This is an optimization exercise on Yosys and OpenROAD, whose aim is small area, a short achievable clock period and few clock cycles, not a production implementation. Where RTL was checked, it was by simulation tests only, not by an equivalence proof against the original. No activity file was given, so power comes from the tool's default toggle rates.

Setup of v6:
==> flow/design.v (excerpt) <==
module cache_top (
	input  wire         clk,
	input  wire         rst_n,
	input  wire         i_proc_read,
	input  wire         i_proc_write,
	input  wire [30-1:0] i_proc_addr,
	input  wire [32-1:0]  i_proc_wdata,
	output logic [32-1:0]       o_proc_rdata,
	output logic        o_proc_stall,
	output logic        o_mem_read,
	output logic        o_mem_write,
	output logic [28-1:0]      o_mem_addr,
	output logic [128-1:0]       o_mem_wdata,
	input  wire [128-1:0]  i_mem_rdata,
	input  wire         i_mem_ready
);
	logic        valid;
	logic        dirty;    
	logic [28-1:0] tag;    
	logic [128-1:0]  line;
	logic        done;     
	logic        pend;     
	logic        rd;       
	logic        wb;       
	logic [32-1:0] rdata;
	logic [28-1:0] laddr;
	logic [2-1:0] off;
	logic        req;
	logic        fresh;
	logic        hit;
	logic        rd_ready;
	logic        dirty_eff;
	logic        dirty_nxt;
	logic        port_free;
	logic        load_tag;
	logic        start_rd;
	logic        start_wb;
	assign laddr = i_proc_addr[30-1:2];
	assign off   = i_proc_addr[2-1:0];
	assign req   = i_proc_read | i_proc_write;
	assign fresh = ~done & ~pend;
	assign hit   = valid & (tag == laddr);
	assign rd_ready = rd & i_mem_ready;
	assign dirty_eff = dirty & ~(wb & i_mem_ready);
	assign dirty_nxt = dirty_eff | (i_proc_write & (done | rd_ready | (fresh & hit)));
	assign port_free = ~((wb | rd) & ~i_mem_ready);
	assign load_tag  = ((fresh & req) | (pend & ~rd)) & port_free & ~dirty_eff;
	assign start_rd  = load_tag & ~(fresh & hit);
	assign start_wb  = port_free & dirty_nxt;
	assign o_proc_stall = ~done;
	assign o_proc_rdata = rdata;
	assign o_mem_read   = rd;
	assign o_mem_write  = wb;
	assign o_mem_addr   = tag;
	assign o_mem_wdata  = line;
	always_ff @(posedge clk or negedge rst_n) begin
		if (!rst_n) begin
			valid <= 1'b0;
			dirty <= 1'b0;
			done  <= 1'b0;
			pend  <= 1'b0;
			rd    <= 1'b0;
			wb    <= 1'b0;
		end else begin
			dirty <= dirty_nxt;
			done  <= (fresh & req & hit) | rd_ready;
			pend  <= ((fresh & req & ~hit) | pend) & ~rd_ready;
			rd    <= (rd & ~i_mem_ready) | start_rd;
  ...
Settings: LEC_CHECK=0, ABC_CLOCK_PERIOD_IN_PS=2500, CAP_MARGIN=20, CORE_MARGIN=2, CORE_UTILIZATION=40, SETUP_SLACK_MARGIN=5, SLEW_MARGIN=20; clock period 8.0 ns.
run.sh (not shown) runs the stock make flow with config.mk's settings and CLKGATE_MAP_FILE= SYNTH_SCRIPT=/design/flow/synth_recipe.tcl, a recipe that flattens the netlist after the stock synthesis.
Input changes introduced in v7 (baseline for comparison: v6):
==> flow/flow/run.sh (new file) <==
#!/bin/bash
# The standard layout, with the port buffers made of the smallest buffer cell
set -euo pipefail
export BUFFER_PORTS_ARGS="-buffer_cell sky130_fd_sc_hd__buf_1"
bash standard.sh > standard_flow.log 2>&1
==> flow/standard.sh (new file) <==
#!/bin/bash
# synth_recipe.tcl (not shown) runs the flow's synth.tcl, then flattens the netlist and writes it again
# the make line also repeats each setting of config.mk as NAME=value (left out here)
make -C /OpenROAD-flow-scripts/flow DESIGN_CONFIG=/design/flow/config.mk WORK_HOME=/design/flow/orfs CLKGATE_MAP_FILE= SYNTH_SCRIPT=/design/flow/synth_recipe.tcl "${@:-finish}"
removed: flow/run.sh
### Flow results
v6 → v7: portion of total power attributed to the clock network went up; total number of cells along the worst setup path went up; total of cells resized after clock tree synthesis went down; wire length went down; fraction of area in multi-input gates went up.
Looking only at maximum single-stage delay on the critical path, and setting everything else aside, the lower value of v7 and v6 goes to v7.
Re reported net switching power: v7 is 0.057 mW down on v6.
Function was not checked in any run of this note: the RTL went through the layout flow alone.

========
Setup of run A:
Another version of the RTL of cache_top (not shown whole).
For scale: ~790 cells after synthesis, ~200 flip-flops, roughly 390 I/O pins, about 8400 um2 of cells after synthesis.
==> flow/design.v (excerpt) <==
module cache_top (
	input  wire         clk,
	input  wire         rst_n,
	input  wire         i_proc_read,
	input  wire         i_proc_write,
	input  wire [30-1:0] i_proc_addr,
	input  wire [32-1:0]  i_proc_wdata,
	output logic [32-1:0]       o_proc_rdata,
	output logic        o_proc_stall,
	output logic        o_mem_read,
	output logic        o_mem_write,
	output logic [28-1:0]      o_mem_addr,
	output logic [128-1:0]       o_mem_wdata,
	input  wire [128-1:0]  i_mem_rdata,
	input  wire         i_mem_ready
);
	logic        valid;
	logic        dirty;    
	logic [28-1:0] tag;    
	logic [128-1:0]  line;
	logic        done;     
	logic        pend;     
	logic        rd;       
	logic        wb;       
	logic [32-1:0] rdata;
	logic [28-1:0] laddr;
	logic [2-1:0] off;
	logic        req;
	logic        fresh;
	logic        hit;
	logic        rd_ready;
	logic        dirty_eff;
	logic        dirty_nxt;
	logic        port_free;
	logic        load_tag;
	logic        start_rd;
	logic        start_wb;
	logic [4-1:0] wen;
	logic [4-1:0] wsel;    
	logic [128-1:0]  line_nxt;
	logic [32-1:0] nxt_word;
	assign laddr = i_proc_addr[30-1:2];
	assign off   = i_proc_addr[2-1:0];
	assign req   = i_proc_read | i_proc_write;
	assign fresh = ~done & ~pend;
	assign hit   = valid & (tag == laddr);
	assign rd_ready = rd & i_mem_ready;
	assign dirty_eff = dirty & ~(wb & i_mem_ready);
  ...
==> flow/config.mk <==
export PLATFORM = sky130hd
export DESIGN_NAME = cache_top
export DESIGN_NICKNAME = cache_top
export VERILOG_FILES = /design/flow/design.v
export SDC_FILE = /design/flow/constraint.sdc
export NUM_CORES = 4
export LEC_CHECK = 0
export ABC_CLOCK_PERIOD_IN_PS = 2500
export CAP_MARGIN = 20
export CORE_MARGIN = 2
export CORE_UTILIZATION = 40
export SLEW_MARGIN = 20
==> flow/constraint.sdc <==
create_clock -name core_clock -period 8.0 [get_ports {clk}]
set_input_delay 1.6000 -clock core_clock [delete_from_list [all_inputs] [get_ports {clk}]]
set_output_delay 1.6000 -clock core_clock [all_outputs]
set_load 0.01 [all_outputs]
standard.sh (not shown) runs the stock make flow with config.mk's settings and CLKGATE_MAP_FILE= SYNTH_SCRIPT=/design/flow/synth_recipe.tcl, a recipe that flattens the netlist after the stock synthesis.
==> flow/flow/run.sh <==
#!/bin/bash
# The standard layout, with:
#  - the port buffers made of the smallest buffer cell,
#  - timing repair aiming for extra setup slack,
#  - clock tree synthesis without dummy loads and free to use smaller clock buffers.
set -euo pipefail
export BUFFER_PORTS_ARGS="-buffer_cell sky130_fd_sc_hd__buf_1"
export SETUP_SLACK_MARGIN=5.3
export CTS_ARGS="-sink_clustering_enable -repair_clock_nets -dont_use_dummy_load -buf_list {sky130_fd_sc_hd__clkbuf_4 sky130_fd_sc_hd__clkbuf_8 sky130_fd_sc_hd__clkbuf_16}"
bash standard.sh finish > standard_flow.log 2>&1
No stage failed in run A, and the final checks on the layout all came back clean.
Testbench counts of run A, summed over its fixed seeds: cycles 107,445.
Input changes introduced in run B (baseline for comparison: run A):
==> flow/flow/run.sh <==
#!/bin/bash
# The standard layout, with:
#  - the port buffers made of the smallest buffer cell,
#  - timing repair aiming for extra setup slack,
#  - the slow many-input OR/NOR cells (or4*, nor4*, nor3*) added to the platform's
#    don't-use list (flow/dont_use.txt holds the platform's list and these), so that
#    the tag compare maps to faster gates,
#  - clock tree synthesis without dummy loads and free to use smaller clock buffers.
set -euo pipefail
here=$(cd "$(dirname "$0")" && pwd)
export BUFFER_PORTS_ARGS="-buffer_cell sky130_fd_sc_hd__buf_1"
export SETUP_SLACK_MARGIN=5.3
export CTS_ARGS="-sink_clustering_enable -repair_clock_nets -dont_use_dummy_load -buf_list {sky130_fd_sc_hd__clkbuf_4 sky130_fd_sc_hd__clkbuf_8 sky130_fd_sc_hd__clkbuf_16}"
bash standard.sh "DONT_USE_CELLS=$(cat "$here/dont_use.txt")" finish > standard_flow.log 2>&1
==> flow/flow/dont_use.txt (new file) <==
sky130_fd_sc_hd__probe_p_8 sky130_fd_sc_hd__probec_p_8 sky130_fd_sc_hd__lpflow_bleeder_1 sky130_fd_sc_hd__lpflow_clkbufkapwr_1 sky130_fd_sc_hd__lpflow_clkbufkapwr_16 sky130_fd_sc_hd__lpflow_clkbufkapwr_2 sky130_fd_sc_hd__lpflow_clkbufkapwr_4 sky130_fd_sc_hd__lpflow_clkbufkapwr_8 sky130_fd_sc_hd__lpflow_clkinvkapwr_1 sky130_fd_sc_hd__lpflow_clkinvkapwr_16 sky130_fd_sc_hd__lpflow_clkinvkapwr_2 sky130_fd_sc_hd__lpflow_clkinvkapwr_4 sky130_fd_sc_hd__lpflow_clkinvkapwr_8 sky130_fd_sc_hd__lpflow_decapkapwr_12 sky130_fd_sc_hd__lpflow_decapkapwr_3 sky130_fd_sc_hd__lpflow_decapkapwr_4 sky130_fd_sc_hd__lpflow_decapkapwr_6 sky130_fd_sc_hd__lpflow_decapkapwr_8 sky130_fd_sc_hd__lpflow_inputiso0n_1 sky130_fd_sc_hd__lpflow_inputiso0p_1 sky130_fd_sc_hd__lpflow_inputiso1n_1 sky130_fd_sc_hd__lpflow_inputiso1p_1 sky130_fd_sc_hd__lpflow_inputisolatch_1 sky130_fd_sc_hd__lpflow_isobufsrc_1 sky130_fd_sc_hd__lpflow_isobufsrc_16 sky130_fd_sc_hd__lpflow_isobufsrc_2 sky130_fd_sc_hd__lpflow_isobufsrc_4 sky130_fd_sc_hd__lpflow_isobufsrc_8 sky130_fd_sc_hd__lpflow_isobufsrckapwr_16 sky130_fd_sc_hd__lpflow_lsbuf_lh_hl_isowell_tap_1 sky130_fd_sc_hd__lpflow_lsbuf_lh_hl_isowell_tap_2 sky130_fd_sc_hd__lpflow_lsbuf_lh_hl_isowell_tap_4 sky130_fd_sc_hd__lpflow_lsbuf_lh_isowell_4 sky130_fd_sc_hd__lpflow_lsbuf_lh_isowell_tap_1 sky130_fd_sc_hd__lpflow_lsbuf_lh_isowell_tap_2 sky130_fd_sc_hd__lpflow_lsbuf_lh_isowell_tap_4 sky130_fd_sc_hd__or4_1 sky130_fd_sc_hd__or4_2 sky130_fd_sc_hd__or4_4 sky130_fd_sc_hd__or4b_1 sky130_fd_sc_hd__or4b_2 sky130_fd_sc_hd__or4b_4 sky130_fd_sc_hd__or4bb_1 sky130_fd_sc_hd__or4bb_2 sky130_fd_sc_hd__or4bb_4 sky130_fd_sc_hd__nor4_1 sky130_fd_sc_hd__nor4_2 sky130_fd_sc_hd__nor4_4 sky130_fd_sc_hd__nor4b_1 sky130_fd_sc_hd__nor4b_2 sky130_fd_sc_hd__nor4b_4 sky130_fd_sc_hd__nor4bb_1 sky130_fd_sc_hd__nor4bb_2 sky130_fd_sc_hd__nor4bb_4 sky130_fd_sc_hd__nor3_1 sky130_fd_sc_hd__nor3_2 sky130_fd_sc_hd__nor3_4 sky130_fd_sc_hd__nor3b_1 sky130_fd_sc_hd__nor3b_2 sky130_fd_sc_hd__nor3b_4
diff --git a/flow/config.mk b/flow/config.mk
--- a/flow/config.mk
+++ b/flow/config.mk
@@ -9,4 +9,4 @@
 export CAP_MARGIN = 20
 export CORE_MARGIN = 2
-export CORE_UTILIZATION = 40
+export CORE_UTILIZATION = 50
 export SLEW_MARGIN = 20
==> run summary <==
Run A has completed all stages; timing, DRC and antenna checks passed. Run B: full flow OK, the timing, DRC and antenna checks passed. As far as power is concerned, run B and run A perform about the same. Going from run A to run B, worst hold slack fell 0.011 ns, wire length after detailed routing decreased 300 um, routed length on met3 +about 28%, non-clock buffer total of the final layout dropped 3, met3 track demand over resource in global routing rose by 1.7 points. Compared with run A, run B shows a lower global-route wire length before repair. Going from run A to run B, the logic gate share of total power was found to have gone up by 0.2 points. Run comparison: run A end point of the critical path dirty$_DFF_PN0_; run B end point of the critical path o_mem_wdata[63]. Run A ended up with i_proc_addr[25] as its source of the critical timing path; run B ended up with line[63]$_DFF_P_. The multi-input combinational cell count of run A and that of run B are within noise of each other. Summary of the comparison: cell area after placement is lower in run B, relative to run A. Run B ended up with a lower path length in cells of the critical path than run A did.
The following lists how run C was set up differently from run B:
==> flow/flow/run.sh <==
#!/bin/bash
# The standard layout, with:
#  - the port buffers made of the smallest buffer cell,
#  - timing repair aiming for extra setup slack,
#  - the slow many-input OR/NOR cells (or4*, nor4*, nor3*) added to the platform's
#    don't-use list (flow/dont_use.txt holds the platform's list and these), so that
#    the tag compare maps to faster gates,
#  - clock tree synthesis without dummy loads and built of clkbuf_8 cells.
set -euo pipefail
here=$(cd "$(dirname "$0")" && pwd)
export BUFFER_PORTS_ARGS="-buffer_cell sky130_fd_sc_hd__buf_1"
export SETUP_SLACK_MARGIN=5.3
export CTS_ARGS="-sink_clustering_enable -repair_clock_nets -dont_use_dummy_load -buf_list {sky130_fd_sc_hd__clkbuf_8}"
bash standard.sh "DONT_USE_CELLS=$(cat "$here/dont_use.txt")" finish > standard_flow.log 2>&1
diff --git a/flow/config.mk b/flow/config.mk
--- a/flow/config.mk
+++ b/flow/config.mk
@@ -9,4 +9,4 @@
 export CAP_MARGIN = 20
 export CORE_MARGIN = 2
-export CORE_UTILIZATION = 50
+export CORE_UTILIZATION = 40
 export SLEW_MARGIN = 20
## What came out
- Compared with run B, run C shows combinational power share higher by 1.5 points.
- Relative to run B, placed wire-length estimate has gone up in run C.
- Count of clock-buffer cells in the layout came out exactly the same in run B and run C.
- Status: area of the mapped netlist parity (run C, run B)
- Utilization, run B and run C: lower on run C
- | fraction of area in registers | run C vs run B | ≈ equal |
Here is what was changed in the inputs of run D compared with run C.
==> flow/flow/run.sh <==
#!/bin/bash
# The standard layout, with:
#  - the port buffers made of the smallest buffer cell,
#  - timing repair aiming for extra setup slack,
#  - the slow many-input OR/NOR cells (or4*, nor4*, nor3*) added to the platform's
#    don't-use list (flow/dont_use.txt holds the platform's list and these), so that
#    the tag compare maps to faster gates,
#  - clock tree synthesis without dummy loads and free to use smaller clock buffers.
set -euo pipefail
here=$(cd "$(dirname "$0")" && pwd)
export BUFFER_PORTS_ARGS="-buffer_cell sky130_fd_sc_hd__buf_1"
export SETUP_SLACK_MARGIN=5.3
export CTS_ARGS="-sink_clustering_enable -repair_clock_nets -dont_use_dummy_load -buf_list {sky130_fd_sc_hd__clkbuf_4 sky130_fd_sc_hd__clkbuf_8 sky130_fd_sc_hd__clkbuf_16}"
bash standard.sh "DONT_USE_CELLS=$(cat "$here/dont_use.txt")" finish > standard_flow.log 2>&1
diff --git a/flow/config.mk b/flow/config.mk
--- a/flow/config.mk
+++ b/flow/config.mk
@@ -9,4 +9,4 @@
 export CAP_MARGIN = 20
 export CORE_MARGIN = 2
-export CORE_UTILIZATION = 40
+export CORE_UTILIZATION = 30
 export SLEW_MARGIN = 20
## What came out
Re met3 layer wire length in the routed design: run C was higher than run D.
The lower number of cells traversed by the worst register-to-register path of run C and run D is in run D.
Across both runs, power density over the cells was higher for run D than for run C.
Lower post-layout total power among run C and run D: run C
Final area, run C and run D, higher one = run D.
Where first-pass GRT wire length is concerned, run C is better than run D.
From run C to run D the numbers moved as follows: worst slack at placement down 0.049 ns; total detailed-routing wirelength up about 8%.
Fraction of standard cell area in multi-input logic: run D < run C
When run D is set beside run C, its number of ordinary and repair buffers in the finished layout turns out to be 14 smaller.
Taking run D as 1.0, run C lands at 0.852 on number of placement rows.
Input changes introduced in run E (baseline for comparison: run D):
diff --git a/flow/flow/run.sh b/flow/flow/run.sh
--- a/flow/flow/run.sh
+++ b/flow/flow/run.sh
@@ -10,5 +10,5 @@
 here=$(cd "$(dirname "$0")" && pwd)
 export BUFFER_PORTS_ARGS="-buffer_cell sky130_fd_sc_hd__buf_1"
-export SETUP_SLACK_MARGIN=5.3
+export SETUP_SLACK_MARGIN=5.4
 export CTS_ARGS="-sink_clustering_enable -repair_clock_nets -dont_use_dummy_load -buf_list {sky130_fd_sc_hd__clkbuf_4 sky130_fd_sc_hd__clkbuf_8 sky130_fd_sc_hd__clkbuf_16}"
 bash standard.sh "DONT_USE_CELLS=$(cat "$here/dont_use.txt")" finish > standard_flow.log 2>&1
diff --git a/flow/config.mk b/flow/config.mk
--- a/flow/config.mk
+++ b/flow/config.mk
@@ -9,4 +9,4 @@
 export CAP_MARGIN = 20
 export CORE_MARGIN = 2
-export CORE_UTILIZATION = 30
+export CORE_UTILIZATION = 40
 export SLEW_MARGIN = 20
Results
Layout overhead on the synthesized area (lower): run D. Going from run D to run E, part of the total power dissipated in combinational logic grows by 3.0 points. Comparing run E and run D, post-CTS setup buffer count is lower on run D. Relative to run D, worst path buffer plus inverter count has increased by 1 in run E.

-- static timing again, ports no longer ideal --
The results above use ideal ports. As a check the final layouts listed here were re-extracted and re-timed, cells and wires unchanged. Step 1, drivers: a clkbuf_16 drives clk and a buf_2 each remaining input, both assumed. Step 2 adds t to the input delays and takes it off the output delays; t is the mean of the earliest and latest rising clock arrival at the registers after step 1. Input paths then give back, and output paths get back, about the clock's delay inside the block. Slacks: ideal / step 1 / step 2; pairs: ideal / step 1.
run	t (ns)	setup slack, ns	worst slew at a driven data input, ns	cell pins on the clock port's net
v6	0.489	5.020 / 4.971 / 4.543	0.09	1
v7	0.480	5.028 / 5.054 / 4.574	0.09	1
run A	0.465	5.217 / 5.240 / 4.775	0.07	1
run B	0.462	5.345 / 5.298 / 4.937	0.07	1
run C	0.485	5.328 / 5.284 / 4.933	0.09	1
run D	0.459	5.345 / 5.298 / 4.965	0.07	1
run E	0.454	5.238 / 5.191 / 5.059	0.08	1
After both steps every run listed still meets setup and hold. For v6, which loses most, drivers alone change the setup slack by -0.049 ns; drivers and shift together by -0.477 ns.
